This design comes from an exercise in tuning for small area, a short achievable clock period and few clock cycles per item on the open sky130 flow, not from production work. The RTL was checked by simulation tests, not by an equivalence proof against the original design.

## rational_polyphase_resampler_unit
module rational_polyphase_resampler_unit #(
	parameter int UP_FACTOR   = rpr_pkg::DEF_UP_FACTOR,
	parameter int DOWN_FACTOR = rpr_pkg::DEF_DOWN_FACTOR,
	parameter int TAPS        = rpr_pkg::DEF_TAPS,
	parameter int COEF_BITS   = rpr_pkg::DEF_COEF_BITS
) (
	input  wire logic                                 clk,
	input  wire logic                                 arst_n,
	input  wire logic                                 in_valid,
	output logic                                      in_ready,
	input  wire logic signed [rpr_pkg::SAMPLE_W-1:0]  left_in,
	input  wire logic signed [rpr_pkg::SAMPLE_W-1:0]  right_in,
	output logic                                      out_valid,
	input  wire logic                                 out_ready,
	output logic signed [rpr_pkg::SAMPLE_W-1:0]       left_out,
	output logic signed [rpr_pkg::SAMPLE_W-1:0]       right_out
);
For scale: about 70 I/O pins.
clock: 10.0 ns
lec_check: 0
cap_margin: 20
core_margin: 2
core_utilization: 55
slew_margin: 20
synth_memory_max_bits: 65536
standard.sh (not shown) runs the stock make flow with config.mk's settings and CLKGATE_MAP_FILE= SYNTH_SCRIPT=/design/flow/synth_recipe.tcl, a recipe that flattens the netlist after the stock synthesis.
==> flow/flow/run.sh <==
#!/bin/bash
# Standard layout, with one extra step between synthesis and floorplan:
# flow/polfix.py removes inverters between full adders (and xor gates) of the
# synthesized netlist by reassigning their output polarity (a full adder is
# self-dual; an xor absorbs input inversions as xor<->xnor). Registers and the
# function at every register and port are unchanged.
set -euo pipefail
R=orfs/results/${FLOW_PLATFORM}/rational_polyphase_resampler_unit/base
bash standard.sh synth > synth.log 2>&1
cp $R/1_2_yosys.v 1_2_yosys.orig.v
python3 flow/polfix.py 1_2_yosys.orig.v $R/1_2_yosys.v > polfix.log 2>&1
rm -f $R/1_synth.odb $R/1_synth.sdc
bash standard.sh > layout.log 2>&1
Other scripts of this flow, unchanged in this note and not shown: flow/flow/polfix.py
Testbench counts at the start, summed over its fixed seeds: cycles 16,000, frames 16,000.
Then changed:
- CORE_UTILIZATION: 55 -> 40
After rerunning: The new run passed the timing, DRC and antenna checks. Global-route usage shrinks by 11 points. Worst hold slack improved by 0.011 ns. Die area went up by well over a third. Maximum frequency is lower by a few percent.
Then changed:
- SETUP_SLACK_MARGIN: unset -> 5
Outcome: The new run ran to the end with no violations; routed wire length is lower by 1.4%; core utilization barely changes; synthesized cell count is unchanged; cell area stays flat; global-route usage fell by 0.73 points; non-clock buffer count goes down by 6; sequential share of layout area stays flat.
Then changed:
--- a/flow/flow/run.sh
+++ b/flow/flow/run.sh
@@ -5,3 +5,4 @@
 # self-dual; an xor absorbs input inversions as xor<->xnor). Registers and the
-# function at every register and port are unchanged.
+# function at every register and port are unchanged. Timing repair aims
+# at a setup slack of 6 ns on the 10 ns clock.
 set -euo pipefail
@@ -12,2 +13,2 @@
 rm -f $R/1_synth.odb $R/1_synth.sdc
-bash standard.sh > layout.log 2>&1
+bash standard.sh SETUP_SLACK_MARGIN=6 finish > layout.log 2>&1
- SETUP_SLACK_MARGIN: 5 -> unset
Synthesized cell count stays the same.
First-iteration DRC count came out higher by 28%.
Worst hold slack gets better by 0.011 ns.
Global-route usage rose by 7.2 points.
Die area is unchanged.
Count of clock-buffer cells in the layout rises by 6.
Non-clock buffer count went up by 502.
Worst setup slack improves by 1.1 ns.
Then changed:
--- a/flow/flow/run.sh
+++ b/flow/flow/run.sh
@@ -6,3 +6,3 @@
 # function at every register and port are unchanged. Timing repair aims
-# at a setup slack of 6 ns on the 10 ns clock.
+# at a setup slack of 5.5 ns on the 10 ns clock.
 set -euo pipefail
@@ -13,2 +13,2 @@
 rm -f $R/1_synth.odb $R/1_synth.sdc
-bash standard.sh SETUP_SLACK_MARGIN=6 finish > layout.log 2>&1
+bash standard.sh SETUP_SLACK_MARGIN=5.5 finish > layout.log 2>&1
- CORE_UTILIZATION: 40 -> 50
The new run went through all stages and came out clean.
Setup slack gets worse by 0.49 ns.
Synthesized area does not change.
Wire length decreases by about 20%.
Design area came out lower by about 13%.
First-iteration DRC count shrinks by about 14%.
Fmax drops by 11%.
Global-route usage rose by 0.58 points.
Cell count drops by 9.6%.
Hold slack gains 0.023 ns.

-- port drivers added, routing unchanged --
The flow's constraints put no driver on any port. The routed layouts listed below were extracted and timed again, unchanged, in two steps.
Step 1 (the two cells are an assumption about what drives the block):
set clk [get_ports {clk}]
set_driving_cell -lib_cell sky130_fd_sc_hd__clkbuf_16 $clk
set_driving_cell -lib_cell sky130_fd_sc_hd__buf_2 [delete_from_list [all_inputs] $clk]
Step 2 also shifts input and output timing later by t, the mid clock arrival at the registers, as if the neighbouring blocks saw the same clock.
Three values: no drivers, after step 1, after step 2; two values: the first two.
run | t (ns) | slack for setup (ns) | pins driven straight from the clock port
the first run | 0.766 | 4.185 / 4.185 / 4.185 | 1
the second run | 0.797 | 3.768 / 3.768 / 3.768 | 1
the third run | 0.775 | 4.783 / 4.783 / 4.783 | 1
the fourth run | 0.781 | 5.833 / 5.833 / 5.711 | 1
the fifth run | 0.776 | 5.344 / 5.344 / 5.221 | 1
After both steps every run listed still meets setup and hold. For the fifth run, which loses most, drivers alone change the setup slack by 0.000 ns; drivers and shift together by -0.123 ns.
